This design comes from an exercise in tuning for small area, a short achievable clock period and few clock cycles per item on the open sky130 flow, not from production work. RTL that was checked went through simulation tests only; none was proved equivalent to the original. Power figures rest on the tool's default switching activity, not on a simulated workload.

## execute_stage
module execute_stage #(
    parameter int XLEN = ex_stage_pkg::XLEN_DEFAULT
) (
    input  logic                   clk,
    input  logic                   reset,
    input  logic                   execute_enable,
    input  logic                   flush,
    input  ex_stage_pkg::instr_t   instruction,
    input  logic [XLEN-1:0]        pc,
    input  logic [XLEN-1:0]        reg_a,
    input  logic [XLEN-1:0]        reg_b,
    input  rv_isa_pkg::opcode_t    op_code,
    input  rv_isa_pkg::alu_op_t    alu_op,
    input  logic                   word_op,
    input  logic [XLEN-1:0]        immed,
    input  rv_isa_pkg::jump_cond_t jump_if,
    input  logic                   jump_absolute,
    output logic [XLEN-1:0]        alu_data_out,
    output logic [XLEN-1:0]        jump_pc,
    output logic                   jump_taken,
    output logic                   execute_done
);
clock: 9.0 ns
lec_check: 0
abc_area: 1
cap_margin: 40
core_margin: 2
core_utilization: 30
setup_slack_margin: 3.7
slew_margin: 30
standard.sh (not shown) runs the stock make flow with config.mk's settings and CLKGATE_MAP_FILE= SYNTH_SCRIPT=/design/flow/synth_recipe.tcl, a recipe that flattens the netlist after the stock synthesis.
==> flow/flow/run.sh <==
#!/bin/bash
# Standard layout, with the smallest buffer on the ports instead of the tool's pick.
set -euo pipefail
export BUFFER_PORTS_ARGS="-buffer_cell sky130_fd_sc_hd__buf_1"
bash standard.sh > standard.log 2>&1
Testbench counts at the start, summed over its fixed seeds: cycles 3,208, items 3,200.
Edit:
--- a/flow/design.v
+++ b/flow/design.v
@@ -123,30 +123,28 @@
             default: ;
         endcase
     end
     assign is_sll = (alu_op == rv_isa_pkg::ALU_SLL);
     assign is_sra = (alu_op == rv_isa_pkg::ALU_SRA);
     logic [XLEN-1:0] b_inv;
     logic [XLEN-1:0] sum;
-    logic [XLEN-1:0] carries;
     logic            carry;
     logic            lt_u;
     logic            lt_s;
     logic            eq;
     logic            all_prop;
     logic            cmp_bit;
     assign b_inv = operand_b ^ {XLEN{sub}};
     logic [XLEN-1:0] x_ab;
     logic [XLEN-1:0] n_ab;
     ex_adder #(.XLEN(XLEN), .SKLANSKY(1'b1)) adder_i (
         .a    (operand_a),
         .b    (b_inv),
         .cin  (sub),
         .sum  (sum),
-        .carries (carries),
         .cout (carry),
         .pall (all_prop),
         .prop (x_ab),
         .gen  (n_ab)
     );
     assign lt_u = ~carry;
     assign lt_s = lt_u ^ operand_a[XLEN-1] ^ operand_b[XLEN-1];
@@ -188,38 +186,32 @@
         for (int i = 0; i < XLEN; i++) sh_rev[i] = sh[6][XLEN-1-i];
     end
     logic            k_n;
     logic            k_x;
     logic [XLEN-1:0] res;
     assign k_n = sel_and | sel_or;
     assign k_x = sel_xor | sel_or;
-    logic [XLEN-1:0] other;
-    logic [XLEN-1:0] res_c0;
-    logic [XLEN-1:0] res_c1;
     always_comb begin
-        other = ({XLEN{k_n & ~bubble}}     & n_ab)
-              | ({XLEN{k_x & ~bubble}}     & x_ab)
-              | ({XLEN{sel_srl & ~bubble}} & sh[6])
-              | ({XLEN{sel_sll & ~bubble}} & sh_rev);
-        other[0] = other[0] | (sel_cmp & ~bubble & cmp_bit);
-        res_c0 = other | ({XLEN{sel_sum & ~bubble}} & x_ab);
-        res_c1 = other | ({XLEN{sel_sum & ~bubble}} & ~x_ab);
-        for (int i = 0; i < XLEN; i++) res[i] = carries[i] ? res_c1[i] : res_c0[i];
+        res = ({XLEN{sel_sum & ~bubble}} & sum)
+            | ({XLEN{k_n & ~bubble}}     & n_ab)
+            | ({XLEN{k_x & ~bubble}}     & x_ab)
+            | ({XLEN{sel_srl & ~bubble}} & sh[6])
+            | ({XLEN{sel_sll & ~bubble}} & sh_rev);
+        res[0] = res[0] | (sel_cmp & ~bubble & cmp_bit);
     end
     assign result = res;
 endmodule
 module ex_adder #(
     parameter int XLEN     = ex_stage_pkg::XLEN_DEFAULT,
     parameter bit SKLANSKY = 1'b1
 ) (
     input  logic [XLEN-1:0] a,
     input  logic [XLEN-1:0] b,
     input  logic            cin,
     output logic [XLEN-1:0] sum,
-    output logic [XLEN-1:0] carries,
     output logic            cout,
     output logic            pall,
     output logic [XLEN-1:0] prop,
     output logic [XLEN-1:0] gen
 );
     localparam int LOGN = $clog2(XLEN);
     localparam int NLEV = SKLANSKY ? LOGN : 2 * LOGN - 1;
@@ -254,16 +246,15 @@
                 end
             end
         end
     endgenerate
     assign pall = t[NLEV][XLEN-1];
     assign prop = p;
     assign gen  = a & b;
-    assign carries = {g[NLEV][XLEN-2:0], cin};
-    assign sum     = p ^ carries;
+    assign sum  = p ^ {g[NLEV][XLEN-2:0], cin};
     assign cout = g[NLEV][XLEN-1];
 endmodule
 module ex_branch_resolve #(
     parameter int XLEN = ex_stage_pkg::XLEN_DEFAULT
 ) (
     input  logic                   clk,
     input  logic                   bubble,
@@ -285,15 +276,14 @@
     assign base = jump_absolute ? reg_a : pc;
     ex_adder #(.XLEN(XLEN), .SKLANSKY(1'b0)) target_adder_i (
         .a    (base),
         .b    (immed),
         .cin  (1'b0),
         .sum  (target),
         .cout (target_cout),
-        .carries (),
         .pall (),
         .prop (),
         .gen  ()
     );
     always_ff @(posedge clk) begin
         always_q <= !bubble && (jump_if == rv_isa_pkg::JUMP_ALWAYS);
         on_alu_q <= !bubble && (jump_if == rv_isa_pkg::JUMP_ON_ALU);
Clock-buffer cell count falls by 1.
Sequential power fell by about 1%.
Cell count falls by 1.5%.
Power is lower by 4.1%.
Fmax went down by 0.92%.
Flip-flop and latch count stays the same.
Synthesized area stays flat.
Sequential share of layout area is about the same.
Testbench counts after the change, summed over its fixed seeds: cycles 3,208, items 3,200.

========
Setup of the previous run:
execute_stage with an RTL version that a note above also has.
Size in the first run: ~3400 cells after synthesis, about 440 I/O pins.
Settings: LEC_CHECK=0, ABC_AREA=1, CAP_MARGIN=40, CORE_MARGIN=2, CORE_UTILIZATION=30, SETUP_SLACK_MARGIN=4, SLEW_MARGIN=30; clock period 9.0 ns.
Scripts as last shown in full above: flow/flow/run.sh
The previous run: full flow OK, the timing, DRC and antenna checks passed
Testbench counts of the previous run, summed over its fixed seeds: cycles 3,208, items 3,200.
Edits applied to the flow inputs when going from the previous run to the current run:
--- a/flow/design.v
+++ b/flow/design.v
@@ -116,42 +116,40 @@
             rv_isa_pkg::ALU_OR:   sel_or  = 1'b1;
             rv_isa_pkg::ALU_XOR:  sel_xor = 1'b1;
             rv_isa_pkg::ALU_SLL:  sel_sll = 1'b1;
             rv_isa_pkg::ALU_SRL, rv_isa_pkg::ALU_SRA: sel_srl = 1'b1;
             rv_isa_pkg::ALU_SLT, rv_isa_pkg::ALU_SLTU,
             rv_isa_pkg::ALU_SGE, rv_isa_pkg::ALU_SGEU: begin sel_cmp = 1'b1; sub = 1'b1; end
-            rv_isa_pkg::ALU_SEQ, rv_isa_pkg::ALU_SNE: begin sel_cmp = 1'b1; sub = 1'b1; end
+            rv_isa_pkg::ALU_SEQ, rv_isa_pkg::ALU_SNE: sel_cmp = 1'b1;
             default: ;
         endcase
     end
     assign is_sll = (alu_op == rv_isa_pkg::ALU_SLL);
     assign is_sra = (alu_op == rv_isa_pkg::ALU_SRA);
     logic [XLEN-1:0] b_inv;
     logic [XLEN-1:0] sum;
     logic            carry;
     logic            lt_u;
     logic            lt_s;
     logic            eq;
-    logic            all_prop;
     logic            cmp_bit;
     assign b_inv = operand_b ^ {XLEN{sub}};
     logic [XLEN-1:0] x_ab;
     logic [XLEN-1:0] n_ab;
     ex_adder #(.XLEN(XLEN), .SKLANSKY(1'b1)) adder_i (
         .a    (operand_a),
         .b    (b_inv),
         .cin  (sub),
         .sum  (sum),
         .cout (carry),
-        .pall (all_prop),
         .prop (x_ab),
         .gen  (n_ab)
     );
     assign lt_u = ~carry;
     assign lt_s = lt_u ^ operand_a[XLEN-1] ^ operand_b[XLEN-1];
-    assign eq   = all_prop;
+    assign eq   = ~|x_ab;
     always_comb begin
         case (alu_op)
             rv_isa_pkg::ALU_SLT:  cmp_bit = lt_s;
             rv_isa_pkg::ALU_SLTU: cmp_bit = lt_u;
             rv_isa_pkg::ALU_SEQ:  cmp_bit = eq;
             rv_isa_pkg::ALU_SNE:  cmp_bit = ~eq;
@@ -206,13 +204,12 @@
 ) (
     input  logic [XLEN-1:0] a,
     input  logic [XLEN-1:0] b,
     input  logic            cin,
     output logic [XLEN-1:0] sum,
     output logic            cout,
-    output logic            pall,
     output logic [XLEN-1:0] prop,
     output logic [XLEN-1:0] gen
 );
     localparam int LOGN = $clog2(XLEN);
     localparam int NLEV = SKLANSKY ? LOGN : 2 * LOGN - 1;
     logic [XLEN-1:0] p;
@@ -244,13 +241,12 @@
                     assign g[l+1][i] = g[l][i];
                     assign t[l+1][i] = t[l][i];
                 end
             end
         end
     endgenerate
-    assign pall = t[NLEV][XLEN-1];
     assign prop = p;
     assign gen  = a & b;
     assign sum  = p ^ {g[NLEV][XLEN-2:0], cin};
     assign cout = g[NLEV][XLEN-1];
 endmodule
 module ex_branch_resolve #(
@@ -260,13 +256,13 @@
     input  logic                   bubble,
     input  rv_isa_pkg::jump_cond_t jump_if,
     input  logic                   jump_absolute,
     input  logic [XLEN-1:0]        pc,
     input  logic [XLEN-1:0]        reg_a,
     input  logic [XLEN-1:0]        immed,
-    input  logic                   result_is_one,
+    input  logic [XLEN-1:0]        alu_result,
     output logic                   jump_taken,
     output logic [XLEN-1:0]        jump_pc
 );
     logic            always_q;
     logic            on_alu_q;
     logic [XLEN-1:0] target_q;
@@ -277,22 +273,21 @@
     ex_adder #(.XLEN(XLEN), .SKLANSKY(1'b0)) target_adder_i (
         .a    (base),
         .b    (immed),
         .cin  (1'b0),
         .sum  (target),
         .cout (target_cout),
-        .pall (),
         .prop (),
         .gen  ()
     );
     always_ff @(posedge clk) begin
         always_q <= !bubble && (jump_if == rv_isa_pkg::JUMP_ALWAYS);
         on_alu_q <= !bubble && (jump_if == rv_isa_pkg::JUMP_ON_ALU);
         target_q <= target;
     end
-    assign jump_taken = always_q || (on_alu_q && result_is_one);
+    assign jump_taken = always_q || (on_alu_q && (alu_result == XLEN'(1)));
     assign jump_pc    = jump_taken ? target_q : '0;
 endmodule
 module execute_stage #(
     parameter int XLEN = ex_stage_pkg::XLEN_DEFAULT
 ) (
     input  logic                   clk,
@@ -350,22 +345,19 @@
         result_q <= alu_result;
         word_q   <= word_op;
     end
     localparam int W = ex_stage_pkg::WORD_W;
     assign alu_data_out = {word_q ? {(XLEN-W){result_q[W-1]}} : result_q[XLEN-1:W],
                            result_q[W-1:0]};
-    logic result_is_one;
-    assign result_is_one = result_q[0] && (result_q[W-1:1] == '0)
-                           && (word_q || (result_q[XLEN-1:W] == '0));
     ex_branch_resolve #(.XLEN(XLEN)) branch_resolve_i (
         .clk           (clk),
         .bubble        (bubble),
         .jump_if       (jump_if),
         .jump_absolute (jump_absolute),
         .pc            (pc),
         .reg_a         (reg_a),
         .immed         (immed),
-        .result_is_one (result_is_one),
+        .alu_result    (alu_data_out),
         .jump_taken    (jump_taken),
         .jump_pc       (jump_pc)
     );
 endmodule
==> run summary <==
The lower number of gates on the worst path with buffers counted came out of the current run.
Detailed-placement wirelength estimate (the previous run / the current run): 0.939
Of the previous run and the current run, the higher fraction of layout instances using a drive strength above 1 belongs to the previous run.
Between the previous run and the current run, met2 capacity usage during global routing increased.
Between the previous run and the current run, the flow reports power per cell area increasing by a few percent.
Lower combinational gate power goes to the previous run over the current run.
The current run has non-clock buffer count below what the previous run had.
The current run vs. the previous run: final instance area held steady, fraction of the mapped netlist area in compound gates decreased by 0.94 points relative to the old numbers, part of the power in registers shows no meaningful change.
A critical path's slowest cell of nor4_1 is what the current run shows, while fa_2 belongs to the previous run.
No functional check of the RTL was part of the current run.

what the ideal ports hide:
No port has a modelled driver above. Below, the same layouts with a new extraction and two added sets of constraints.
Step 1 sets driving cells, clkbuf_16 on the clock port and buf_2 on the other inputs (assumed; they add their load-dependent delay and slew).
Step 2 times the ports against the registers' clock, not the clock port: input delays grow and output delays shrink by t, the midpoint of the rising clock arrivals with the driver on.
a / b / c = ideal ports / drivers / drivers and shift; a / b = the first two.
| run | t (ns) | slack for setup (ns) | worst hold slack (ns) | worst register clock-pin slew, ns | worst slew at a driven data input, ns |
|---|---|---|---|---|---|
| the first run of note 1 | 0.576 | 3.759 / 3.796 / 3.220 | 1.444 / 1.404 / 1.980 | 0.07 / 0.07 | 0.16 |
| the second run of note 1 | 0.570 | 3.710 / 3.750 / 3.180 | 1.444 / 1.407 / 1.976 | 0.08 / 0.08 | 0.21 |
| the previous run | 0.565 | 3.864 / 3.861 / 3.296 | 1.453 / 1.418 / 1.983 | 0.08 / 0.08 | 0.19 |
| the current run | 0.581 | 3.751 / 3.747 / 3.166 | 1.417 / 1.382 / 1.963 | 0.08 / 0.08 | 0.16 |
After both steps every run listed still meets setup and hold. For the current run, which loses most, drivers alone change the setup slack by -0.004 ns; drivers and shift together by -0.585 ns.
